What follows belongs to an exercise in optimizing a design on an open flow for small area, a short achievable clock period and few clock cycles per item; a production flow would make more cautious choices.
The RTL was checked by simulation tests, not by an equivalence proof against the original design.

==> flow/design.v (outline; a module is shown in full before it is edited, if it fits) <==
// module adsr_eg_cfg: 36 lines
// module adsr_eg_one_pole: 1113 lines
// module adsr_eg_core: 152 lines
// module adsr_envelope_generator_unit: 92 lines
module adsr_envelope_generator_unit
(
  input  logic        clk,
  input  logic        rst_n,
  input  logic        in_valid,
  output logic        in_stall,
  input  logic [24:0] in_data,
  output logic        out_valid,
  input  logic        out_stall,
  output logic [26:0] out_data,
  input  logic        cfg_we,
  input  logic [2:0]  cfg_index,
  input  logic [23:0] cfg_wdata
);
  // ...
==> flow/flow/run.sh <==
#!/bin/bash
# Standard layout, with timing repair aiming at a setup slack margin of 8 ns
# (the constraints and clock period are the standard flow's own, unchanged).
set -euo pipefail
bash standard.sh SETUP_SLACK_MARGIN=8 finish > standard_flow.log 2>&1
==> flow/standard.sh <==
#!/bin/bash
# synth_recipe.tcl (not shown) runs the flow's synth.tcl, then flattens the netlist and writes it again
# the make line also repeats each setting of config.mk as NAME=value (left out here)
make -C /OpenROAD-flow-scripts/flow DESIGN_CONFIG=/design/flow/config.mk WORK_HOME=/design/flow/orfs CLKGATE_MAP_FILE= SYNTH_SCRIPT=/design/flow/synth_recipe.tcl "${@:-finish}"
==> flow/config.mk <==
export PLATFORM = sky130hd
export DESIGN_NAME = adsr_envelope_generator_unit
export DESIGN_NICKNAME = adsr_envelope_generator_unit
export VERILOG_FILES = /design/flow/design.v
export SDC_FILE = /design/flow/constraint.sdc
export NUM_CORES = 4
export LEC_CHECK = 0
export ABC_AREA = 1
export CAP_MARGIN = 20
export CORE_MARGIN = 2
export CORE_UTILIZATION = 55
export SLEW_MARGIN = 20
==> flow/constraint.sdc <==
create_clock -name core_clock -period 16.0 [get_ports {clk}]
set_input_delay 3.2000 -clock core_clock [delete_from_list [all_inputs] [get_ports {clk}]]
set_output_delay 3.2000 -clock core_clock [all_outputs]
set_load 0.01 [all_outputs]
==> flow_summary_export.csv, run 1 <==
group,metric,value,unit
outcome,status,"timing/DRC/antenna clean",
cells_and_area,antenna_cells,1,
synthesis,syn-cell-area,25800,sq um
cells_and_area,syn2layout_area_growth,19.6,%
flow_run,maxCapViolCount,0,
setup_path,cp.arrival,8170,ps
placed_design,place_area,27400,sq um
cells_and_area,top_regs,"u_cfg.cfg_r x167, u_core.level_r x24",
synthesis,syn-instance-count,3031,
synthesis,synth_area_leaders,"fa_1, edfxtp_1, o22ai_1",
drt,ant_nets,0,
clock_tree,cts_setup_buffers,40,
clock_tree,cts_tree,"done",
synthesis,synth_nets,3494,
sta,tightestPinTransition,1210,ps
min_path,hold_class,"flop to flop",
drt,wl_per_cell,26.9,um
cells_and_area,final_cell_mix,"inv_1, nand2_1, o22ai_1, fa_1, edfxtp_1",
cells_and_area,top_register,"u_cfg.cfg_r",
floorplan,io_pins,86,
setup_path,startpoint,"s1_fall_r",
sta,finalSetupTns,0,ps
drt,dr.pass1.iters,8,
cells_and_area,multi_input_area_share,61.8,%
floorplan,die-area,48700,sq um
setup_path,endpoint,"u_core.level_r[0]",
clock_tree,clockRootBuffer,"clkbuf_16",
global_routing,grt_pass1_wl,146000,um
clock_tree,cts.repair.resized,131,
clock_tree,cts_hold_buffers,0,
synthesis,async_flop_share,0,%
sta,hold_viol,0,
synthesis,synth-edff-count,174,
setup_path,cp.buffers_inverters,8,
clock_tree,h-tree-depth,1,
Testbench counts, summed over its fixed seeds: cycles 106,689, items 96,000.
==> run 2: changes to the inputs <==
--- a/flow/config.mk
+++ b/flow/config.mk
@@ -9,4 +9,4 @@
 export CAP_MARGIN = 20
 export CORE_MARGIN = 2
-export CORE_UTILIZATION = 55
+export CORE_UTILIZATION = 60
 export SLEW_MARGIN = 20
==> flow_summary_export.csv, run 2 <==
group,metric,value,unit
cells_and_area,syn2layout_area_growth,19.2,%
clock_tree,h-tree-depth,1,
setup_path,critPathKind,"flop to flop",
setup_path,end_kind,"flop",
synthesis,yosysTopAreaCellShare,22.2,%
synthesis,synth-edff-count,174,
cells_and_area,largest_register_ffs,167,
synthesis,synth_top_cell_by_area,"fa_1",
setup_path,worstPathRequired,16340,ps
global_routing,grt_use_total,43.9,%
cells_and_area,top_regs,"u_cfg.cfg_r x167, u_core.level_r x24",
synthesis,ys_ff_latch,207,
sta,post-route-period-util,49.7,%
sta,min_period,7950,ps
floorplan,placementRows,75,
global_routing,grt_pass1_wl,146000,um
sta,hold_viol,0,
clock_tree,cts_buffers,19,
synthesis,synth_commonest_cells,"inv_1, nand2_1, fa_1, o22ai_1, nor2_1",
synthesis,syn_avg_cell_area,8.51,sq um
floorplan,initial_core_util,61.1,%
synthesis,async_flop_share,0,%
placed_design,place_hpwl,65100,um
cells_and_area,top_register,"u_cfg.cfg_r",
placed_design,gp_congestion,1.01,
floorplan,die-area,44700,sq um
sta,finalClockSkew,25.4,ps
flow_run,maxCapViolCount,0,
setup_path,cp_slowest_stage_delay,590,ps
drt,wl_per_cell,27.2,um
synthesis,synth_area_leaders,"fa_1, edfxtp_1, o22ai_1",
min_path,hold_class,"flop to flop",
sta,rsz0062_at_grt,"true",
clock_tree,clockBufferDepth,3,
setup_path,worstSetupStartpointType,"flop",
floorplan,core_area,42200,sq um
cells_and_area,final_cell_mix,"inv_1, nand2_1, o22ai_1, fa_1, edfxtp_1",
synthesis,syn-instance-count,3031,
outcome,status,"timing/DRC/antenna clean",
clock_tree,clock_sink_count,207,
synthesis,syn-cell-area,25800,sq um
cells_and_area,fin_nets,3633,
global_routing,grt_overflow,0,
sta,max_freq,0.126,GHz
sta,slew_viol_final,0,
cells_and_area,regArea,5890,sq um
floorplan,io_pins,86,
global_routing,antenna_found_initial,4,
clock_tree,cts.clk_slew.worst_paths,70,ps
drt,dr.pass1.iters,10,
sta,slew_headroom,13.0,%
drt,vias_per_cell,6.75,
floorplan,die_y,211,um
synthesis,ys_seq_area_share,22.8,%
cells_and_area,final_common_cell,"inv_1",
drt,drc_errors,0,
synthesis,synth_nets,3494,
drt,num_vias,25148,
sta,tightestPinTransition,1300,ps
setup_path,cp.arrival,8290,ps
clock_tree,clockRootBuffer,"clkbuf_16",
synthesis,yosysWarnings,3,
cells_and_area,multiInputGateArea,18900,sq um
clock_tree,clock_latency,510,ps
cells_and_area,n_fill_cell,3148,
cells_and_area,drive_above_1_share,16.8,%
setup_path,critPathMaxFanout,17,
setup_path,critical_path.most_common_cell,"fa_1",
placed_design,port_buffers,85,
floorplan,die_w,211,um
synthesis,synth.most_common_cell,"inv_1",
drt,drt_wl_total,101000,um
clock_tree,cts_tree,"done",
sta,finalSetupTns,0,ps
global_routing,grt_max_degree,44,
synthesis,synth_cell_types,55,
setup_path,cp_slowest_cell,"fa_1",
sta,finalSetupViolCount,0,
global_routing,grt_pass1_vias,24258,
drt,drt-initial-drc-count,4086,
synthesis,synth_ff_type,"edfxtp_1",
drt,ant_nets,0,
[run 2: cell counts after synthesis]
Identical to the previous run, type by type.
[run 2: cells by family (layout without fill, tap and decap cells)]
| family | count (synthesis) | in the layout | synth area share (%) |
|---|---|---|---|
| AO/OA/AOI/OAI | 674 | 675 | 15.8 |
| XOR/XNOR | 307 | 307 | 10.4 |
| adder cells (fa/ha/maj) | 406 | 406 | 28.0 |
| buffers and inverters | 628 | 771 | 9.32 |
| flip-flops | 207 | 207 | 22.8 |
| other | 0 | 2 | 0 |
| AND/OR/NAND/NOR | 809 | 816 | 13.7 |
[run 2: cell type report]
class                   count  share of cell area (%)
diodes                      2                  0.0163
clock buffers              22                    1.58
clock inverters            11                   0.224
inverters                 446                    5.70
multi-input cells        2204                    61.5
flip-flops and latches    207                    19.1
well taps                 539                    2.19
repair buffers            281                    9.42
repair inverters           11                   0.260
[run 2: routing by layer]
| layer | routed length (um) | up-vias | global-route usage (%) |
|---|---|---|---|
| met5 | 100 | - | 0 |
| met4 | 8940 | 8 | 28.3 |
| met3 | 14900 | 710 | 15.7 |
| met2 | 42900 | 2204 | 65.3 |
| met1 | 34500 | 11796 | 54.3 |
| li1 | - | 10430 | - |
[run 2: what timing repair did]
action	CTS	global route
hold buffers	0	0
resized for setup	87	274
gates cloned	26	6
pin swaps	17	86
setup endpoints to repair	29	29
buffers inserted	69	62
[run 2: path summary, 6_finish.rpt]
| path | cells past startpoint | slack [ps] | endpoint | start |
|---|---|---|---|---|
| worst max-delay path | 37 | 8050 | u_core.level_r[0] | s1_rise_r |
| worst min-delay path | 0 | 420 | u_core.last_r | s1_last_r |
| worst max register to register | 37 | 8050 | u_core.level_r[0] | s1_rise_r |
| worst min register to register | 0 | 420 | u_core.last_r | s1_last_r |
[run 2: through the flow]
stage                     std cells  utilization, %  hold slack, ps  cell area (sq um)  setup WS (ps)
final                          3723            72.9             420              30800           8050
after detailed placement       3523            64.3             406              27100           6370
after CTS                      3651            68.3             422              28900           8000
after floorplan                3031               -             400              25800           8450
after global routing           3721            72.9             428              30800           7700
after global placement         3522            64.2             403              27100           6640
[run 2: worst max-delay path: cells and delay by family (launching register included)]
kind	cells	cell delay (ps)
buffers and inverters	11	1510
AND/OR/NAND/NOR	8	830
adder cells (fa/ha/maj)	7	3300
XOR/XNOR	2	370
flip-flops	1	460
AO/OA/AOI/OAI	9	1280
==> run 3: changes to the inputs <==
--- a/flow/config.mk
+++ b/flow/config.mk
@@ -7,6 +7,6 @@
 export LEC_CHECK = 0
 export ABC_AREA = 1
-export CAP_MARGIN = 20
+export CAP_MARGIN = 0
 export CORE_MARGIN = 2
-export CORE_UTILIZATION = 60
-export SLEW_MARGIN = 20
+export CORE_UTILIZATION = 68
+export SLEW_MARGIN = 0
==> flow_summary_export.csv, run 3 <==
group,metric,value,unit
outcome,status,"stopped before the end",
outcome,stop_stage,"global routing",
outcome,firstError,"[ERROR GRT-0232] Routing congestion too high. Check the congestion heatmap in the GUI.",
synthesis,syn-instance-count,3031,
synthesis,synth_compound_area_share,15.8,%
placed_design,place_ws,6370,ps
placed_design,dp.cells,3502,
placed_design,place_hpwl,64000,um
clock_tree,cts_hold_buffers,0,
floorplan,die_w,199,um
synthesis,yosysWarnings,3,
synthesis,synth_top_family_by_area,"adder cells",
synthesis,yosys.area_share.adder,28.0,%
floorplan,die_y,199,um
global_routing,grt_max_degree,43,
floorplan,io_pins,86,
clock_tree,clockBufferDepth,3,
sta,worstEpCategory,"register data pin",
synthesis,ys_ff_latch,207,
floorplan,placementRows,71,
synthesis,synth_area_leaders,"fa_1, edfxtp_1, o22ai_1",
placed_design,gp_congestion,1.02,
synthesis,synth_xor_xnor_area_share,10.4,%
clock_tree,clock_sink_count,207,
synthesis,ys_seq_area_share,22.8,%
placed_design,place_area,27200,sq um
synthesis,synth_ff_type,"edfxtp_1",
sta,crit_endpoint,"u_core.level_r[1]$_SDFFE_PN0P_/D",
synthesis,async_flop_share,0,%
global_routing,grt_use_total,70.1,%
clock_tree,h-tree-depth,1,
synthesis,synthSimpleGateAreaFrac,13.7,%
synthesis,synth_commonest_cells,"inv_1, nand2_1, fa_1, o22ai_1, nor2_1",
synthesis,synth_nets,3494,
synthesis,synth-edff-count,174,
synthesis,syn_avg_cell_area,8.51,sq um
floorplan,initial_core_util,68.8,%
clock_tree,cts_buffers,20,
global_routing,grt_overflow,31,
synthesis,yosysTopAreaCellShare,22.2,%
clock_tree,clockRootBuffer,"clkbuf_16",
synthesis,synth.area.mux_share,0,%
synthesis,synth_top_cell_by_area,"fa_1",
synthesis,synth_cell_types,55,
placed_design,port_buffers,85,
synthesis,synth.most_common_cell,"inv_1",
synthesis,syn-cell-area,25800,sq um
-- run 3: logic make-up after synthesis --
group | count (synthesis)
XOR/XNOR | 307
buffers and inverters | 628
AO/OA/AOI/OAI | 674
flip-flops | 207
AND/OR/NAND/NOR | 809
adder cells (fa/ha/maj) | 406
-- run 3: worst max-delay path by stage --
stage	startpoint	to	slack, ps	cells after the start
3_3_place_gp	s1_fall_r	u_core.level_r[7]	6640	35
4_1_cts	s1_fall_r	u_core.level_r[15]	8010	38
3_5_place_dp	s1_fall_r	u_core.level_r[15]	6370	36
2_1_floorplan	s1_fall_r	u_core.level_r[18]	8450	34
-- run 3: stage by stage --
stage | utilization, %
after floorplan | -
after global placement | 72.4
after detailed placement | 72.4
after CTS | 78.1
-- run 3: metal layers --
layer | GRT usage [%] | GRT overflow
met2 | 86.3 | 14
met4 | 66.4 | 14
met3 | 53.2 | 2
met5 | 36.3 | 0
met1 | 71.7 | 1
-- run 3: timing repair --
item / in CTS
buffers inserted: 77
pin swaps: 21
resized for setup: 116
cloned: 23
endpoints found under the setup margin: 29
==> run 4: changes to the inputs <==
==> flow/flow/run.sh (replaced) <==
#!/bin/bash
# Standard layout, with timing repair aiming at a setup slack margin of 9 ns
# (the constraints and clock period are the standard flow's own, unchanged).
set -euo pipefail
bash standard.sh SETUP_SLACK_MARGIN=9 finish > standard_flow.log 2>&1
--- a/flow/config.mk
+++ b/flow/config.mk
@@ -7,6 +7,6 @@
 export LEC_CHECK = 0
 export ABC_AREA = 1
-export CAP_MARGIN = 0
+export CAP_MARGIN = 20
 export CORE_MARGIN = 2
-export CORE_UTILIZATION = 68
-export SLEW_MARGIN = 0
+export CORE_UTILIZATION = 55
+export SLEW_MARGIN = 20
==> flow_summary_export.csv, run 4 <==
group,metric,value,unit
outcome,status,"timing/DRC/antenna clean",
sta,slew_headroom,13.0,%
setup_path,end_kind,"flop",
cells_and_area,final_common_cell,"inv_1",
setup_path,critPathKind,"flop to flop",
global_routing,grt_pass1_wl,151000,um
floorplan,die_y,221,um
cells_and_area,antenna_cells,0,
clock_tree,clockBufferDepth,3,
floorplan,placementRows,79,
clock_tree,h-tree-depth,1,
placed_design,dp.cells,3590,
floorplan,die-area,48700,sq um
drt,drt-initial-drc-count,3198,
cells_and_area,n_fill_cell,3617,
global_routing,grt_overflow,0,
cells_and_area,top_register,"u_cfg.cfg_r",
global_routing,grt_use_total,42.0,%
cells_and_area,largest_register_ffs,167,
sta,finalClockSkew,15.7,ps
placed_design,place_hpwl,66900,um
sta,max_freq,0.130,GHz
cells_and_area,syn2layout_area_growth,26.0,%
setup_path,cp.arrival,8100,ps
synthesis,async_flop_share,0,%
cells_and_area,finish.utilization,70.0,%
synthesis,ys_ff_latch,207,
floorplan,initial_core_util,55.6,%
clock_tree,clock_latency,500,ps
sta,finalSetupViolCount,0,
synthesis,synth_ff_type,"edfxtp_1",
synthesis,synth_commonest_cells,"inv_1, nand2_1, fa_1, o22ai_1, nor2_1",
min_path,hold_class,"flop to flop",
sta,post-route-period-util,48.0,%
clock_tree,clockRootBuffer,"clkbuf_16",
sta,tightestPinTransition,1300,ps
global_routing,grt_max_degree,40,
synthesis,yosysTopAreaCellShare,22.2,%
drt,num_vias,25016,
placed_design,port_buffers,85,
sta,finalSetupTns,0,ps
clock_tree,cts_tree,"done",
cells_and_area,drive_above_1_share,23.8,%
setup_path,r2r_slack,8320,ps
flow_run,maxCapViolCount,0,
sta,slew_viol_final,0,
setup_path,cp_slowest_stage_delay,580,ps
drt,wl_per_cell,27.5,um
synthesis,synth-edff-count,174,
cells_and_area,final_cell_mix,"inv_1, nand2_1, o22ai_1, fa_1, edfxtp_1",
setup_path,critical_path.most_common_cell,"fa_2",
synthesis,synth_top_cell_by_area,"fa_1",
sta,hold_viol,0,
clock_tree,cts.clk_slew.worst_paths,60,ps
floorplan,core_area,46500,sq um
setup_path,worstSetupStartpointType,"flop",
cells_and_area,top_regs,"u_cfg.cfg_r x167, u_core.level_r x24",
synthesis,synth_cell_types,55,
clock_tree,cts_hold_buffers,0,
synthesis,synth.most_common_cell,"inv_1",
cells_and_area,fin_nets,3660,
placed_design,gp_congestion,0.975,
setup_path,cp_slowest_cell,"fa_2",
cells_and_area,fin_cells,3816,
synthesis,syn_avg_cell_area,8.51,sq um
sta,rsz0062_at_grt,"true",
synthesis,synth_nets,3494,
setup_path,critPathMaxFanout,8,
global_routing,antenna_found_initial,1,
drt,vias_per_cell,6.56,
clock_tree,clock_sink_count,207,
synthesis,ys_seq_area_share,22.8,%
clock_tree,cts_buffers,19,
sta,hold_ws,446,ps
sta,min_period,7680,ps
drt,drc_errors,0,
setup_path,worstPathRequired,16410,ps
global_routing,grt_pass1_vias,24796,
synthesis,syn-cell-area,25800,sq um
floorplan,die_w,221,um
drt,dr.pass1.iters,8,
drt,ant_nets,0,
synthesis,syn-instance-count,3031,
synthesis,synth_area_leaders,"fa_1, edfxtp_1, o22ai_1",
drt,drt_wl_total,105000,um
floorplan,io_pins,86,
synthesis,yosysWarnings,3,
run 4: cell type report:
cell class / instances / area, sq um / area share, %
inverter: 446 / 1790 / 5.49
multi-input combinational: 2204 / 20100 / 61.7
tap: 607 / 759 / 2.33
clock inverter: 6 / 41.3 / 0.127
sequential: 207 / 5890 / 18.1
timing repair inverter: 12 / 143 / 0.439
clock buffer: 27 / 505 / 1.55
timing repair buffer: 307 / 3320 / 10.2
run 4: repair_timing:
| item | 4_1_cts | 5_1_grt |
|---|---|---|
| resized for setup | 437 | 212 |
| hold endpoints to repair | 0 | 0 |
| buffers inserted | 127 | 29 |
| setup endpoints to repair | 51 | 30 |
| cloned | 31 | 5 |
| pin swaps | 122 | 101 |
run 4: critical path, delay by kind of cell, from the launching register on:
kind	cells	cell delay (ps)
fa+ha+maj	7	3060
flops	1	380
compound gates	5	660
xor+xnor	1	240
buf+inv	10	1260
simple gates	17	1960
run 4: path summary, 6_finish.rpt:
path / from / endpoint / depth (start not counted)
worst max-delay path: s1_fall_r / u_core.level_r[15] / 40
worst min register to register: s1_last_r / u_core.last_r / 0
worst min-delay path: s1_last_r / u_core.last_r / 0
worst max register to register: s1_fall_r / u_core.level_r[15] / 40
run 4: cell families (layout without fill, tap and decap cells):
family	count (synthesis)	in the layout	share of synthesized area, %
AO/OA/AOI/OAI	674	675	15.8
XOR/XNOR	307	307	10.4
adder cells (fa/ha/maj)	406	406	28.0
buffers and inverters	628	798	9.32
flip-flops	207	207	22.8
AND/OR/NAND/NOR	809	816	13.7
run 4: through the flow:
stage / worst slack [ps] / cell area (sq um)
finish: 8320 / 32500
global route: 7910 / 32500
CTS: 8510 / 31100
detailed placement: 6280 / 27300
global placement: 6470 / 27300
floorplan: 9000 / 26100
run 4: routing by layer:
| metal | global-route usage (%) | share of wire, % | vias to the layer above |
|---|---|---|---|
| li1 | - | - | 10495 |
| met1 | 51.6 | 35 | 11993 |
| met2 | 64.7 | 44 | 1933 |
| met3 | 11.8 | 12 | 593 |
| met4 | 28.0 | 8.3 | 2 |
| met5 | 0 | 0.0086 | - |
==> run 5: changes to the inputs <==
==> flow/flow/run.sh (replaced) <==
#!/bin/bash
# Standard layout, with timing repair aiming at a setup slack margin of 8.5 ns
# (the constraints and clock period are the standard flow's own, unchanged).
set -euo pipefail
bash standard.sh SETUP_SLACK_MARGIN=8.5 finish > standard_flow.log 2>&1
==> flow_summary_export.csv, run 5 <==
group,metric,value,unit
drt,ant_nets,0,
setup_path,worstSetupStartpointType,"flop",
cells_and_area,drive_above_1_share,22.9,%
cells_and_area,fin_nets,3647,
placed_design,gp_congestion,0.953,
setup_path,worstPathRequired,16410,ps
sta,rsz0062_at_grt,"true",
setup_path,end_kind,"flop",
clock_tree,clockRootBuffer,"clkbuf_16",
sta,hold_ws,420,ps
sta,slew_viol_final,0,
sta,max_freq,0.129,GHz
synthesis,yosysTopAreaCellShare,22.2,%
cells_and_area,fin_cells,3808,
clock_tree,cts_tree,"done",
synthesis,ys_seq_area_share,22.8,%
synthesis,synth.most_common_cell,"inv_1",
synthesis,syn-cell-area,25800,sq um
setup_path,cp.arrival,8160,ps
synthesis,synth_cell_types,55,
clock_tree,cts_buffers,20,
drt,drt-initial-drc-count,3506,
cells_and_area,top_regs,"u_cfg.cfg_r x167, u_core.level_r x24",
synthesis,synth_ff_type,"edfxtp_1",
clock_tree,clock_latency,510,ps
placed_design,port_buffers,85,
sta,finalClockSkew,8.90,ps
clock_tree,cts_hold_buffers,0,
outcome,status,"timing/DRC/antenna clean",
synthesis,syn-instance-count,3031,
clock_tree,clock_sink_count,207,
sta,tightestPinTransition,1260,ps
drt,vias_per_cell,6.51,
global_routing,grt_use_total,41.7,%
drt,dr.pass1.iters,8,
cells_and_area,top_register,"u_cfg.cfg_r",
sta,slew_headroom,15.6,%
synthesis,syn_avg_cell_area,8.51,sq um
flow_run,maxCapViolCount,0,
drt,wl_per_cell,27.3,um
global_routing,grt_overflow,0,
clock_tree,clockBufferDepth,3,
drt,num_vias,24799,
placed_design,dp.cells,3598,
floorplan,die_w,221,um
clock_tree,cts.clk_slew.worst_paths,70,ps
synthesis,ys_ff_latch,207,
drt,drt_wl_total,104000,um
global_routing,grt_max_degree,40,
floorplan,io_pins,86,
cells_and_area,finish.utilization,69.6,%
clock_tree,h-tree-depth,1,
sta,post-route-period-util,48.4,%
cells_and_area,largest_register_ffs,167,
floorplan,die_y,221,um
sta,finalSetupTns,0,ps
cells_and_area,multiInputGateArea,20000,sq um
global_routing,antenna_found_initial,6,
setup_path,critPathMaxFanout,25,
global_routing,grt_pass1_wl,150000,um
floorplan,initial_core_util,55.6,%
sta,min_period,7750,ps
synthesis,async_flop_share,0,%
cells_and_area,final_common_cell,"inv_1",
synthesis,yosysWarnings,3,
floorplan,core_area,46500,sq um
global_routing,grt_pass1_vias,24661,
synthesis,synth_commonest_cells,"inv_1, nand2_1, fa_1, o22ai_1, nor2_1",
synthesis,synth_area_leaders,"fa_1, edfxtp_1, o22ai_1",
setup_path,critPathKind,"flop to flop",
floorplan,placementRows,79,
synthesis,synth_top_cell_by_area,"fa_1",
synthesis,synth-edff-count,174,
cells_and_area,final_cell_mix,"inv_1, nand2_1, o22ai_1, fa_1, edfxtp_1",
min_path,hold_class,"flop to flop",
placed_design,place_hpwl,67500,um
sta,hold_viol,0,
drt,drc_errors,0,
cells_and_area,regArea,5890,sq um
cells_and_area,syn2layout_area_growth,25.2,%
floorplan,die-area,48700,sq um
sta,finalSetupViolCount,0,
cells_and_area,n_fill_cell,3673,
synthesis,synth_nets,3494,
[run 5: cell counts after synthesis]
No cell type changed its count.
[run 5: worst paths after layout]
check	startpoint	endpoint	slack (ps)	cells past startpoint
setup / recovery	u_core.level_r[6]	u_core.level_r[22]	8250	26
hold / removal	s1_last_r	u_core.last_r	420	0
setup reg to reg	u_core.level_r[6]	u_core.level_r[22]	8250	26
hold reg to reg	s1_last_r	u_core.last_r	420	0
[run 5: area by class of cell]
cell class / instances / share of cell area, %
Antenna cell: 5 / 0.0387
Clock buffer: 23 / 1.65
Clock inverter: 11 / 0.213
Inverter: 446 / 5.41
Multi-Input combinational cell: 2206 / 61.8
Sequential cell: 207 / 18.2
Tap cell: 607 / 2.35
Timing Repair Buffer: 296 / 10.1
Timing Repair inverter: 7 / 0.155
[run 5: stage by stage]
stage	setup WS [ps]	instance area [sq um]
2_1_floorplan	8510	25800
3_3_place_gp	6450	27300
3_5_place_dp	6170	27300
4_1_cts	8350	30400
5_1_grt	8010	32300
6_report	8250	32300
[run 5: timing repair]
| action | in CTS | in global routing |
|---|---|---|
| resized for setup | 306 | 328 |
| cloned | 26 | 8 |
| endpoints found under the setup margin | 29 | 29 |
| pin swaps | 100 | 144 |
| setup buffers | 90 | 47 |
[run 5: cells by family (layout without fill, tap and decap cells)]
logic type	after synthesis	after routing	share of synthesized area, %
simple gates	809	818	13.7
flops	207	207	22.8
compound gates	674	675	15.8
xor+xnor	307	307	10.4
other cells	0	5	0
buf+inv	628	783	9.32
fa+ha+maj	406	406	28.0
[run 5: layer usage]
metal  vias to the layer above  GRT usage [%]  part of all wire [%]
li1                      10481              -                     -
met1                     11930           51.5                    36
met2                      1820           64.3                    44
met3                       562           12.6                    12
met4                         6           25.8                   7.8
met5                         -              0                 0.091
[run 5: critical path, cell delays in order, from the launching register on]
cell       delay (ps)
dfxtp_1           430
clkinv_1          980
o22ai_2           580
xnor2_2           130
fa_1              520
fa_2              390
fa_2              360
fa_2              350
fa_2              560
fa_2              490
buf_4             160
fa_1              470
or3b_2            540
o22ai_2           140
nand2_1           120
o2111ai_4         100
a21oi_2           100
nand2_2           120
xnor2_4           160
nor2_4             90
a21oi_4           140
buf_12            150
buf_12            120
nand2_8            70
nand2_1            80
nand3_1            60
a21oi_1           180

[re-timing with driven ports]
The flow's constraints put no driver on any port. The routed layouts listed below were extracted and timed again, unchanged, in two steps. Step 1 sets driving cells, clkbuf_16 on the clock port and buf_2 on the other inputs (assumed; they add their load-dependent delay and slew). Step 2 also shifts input and output timing later by t, the mid clock arrival at the registers, as if the neighbouring blocks saw the same clock. a / b / c = ideal / step 1 / step 2; a / b = the first two.
run | shift t [ns] | setup slack, ns | worst register clock-pin slew, ns
run 1 | 0.558 | 8.172 / 8.172 / 8.172 | 0.08 / 0.08
run 2 | 0.550 | 8.050 / 8.050 / 8.050 | 0.08 / 0.08
run 4 | 0.543 | 8.316 / 8.316 / 8.316 | 0.07 / 0.07
run 5 | 0.550 | 8.253 / 8.253 / 8.253 | 0.07 / 0.07
After both steps setup and hold are still met in every run listed.
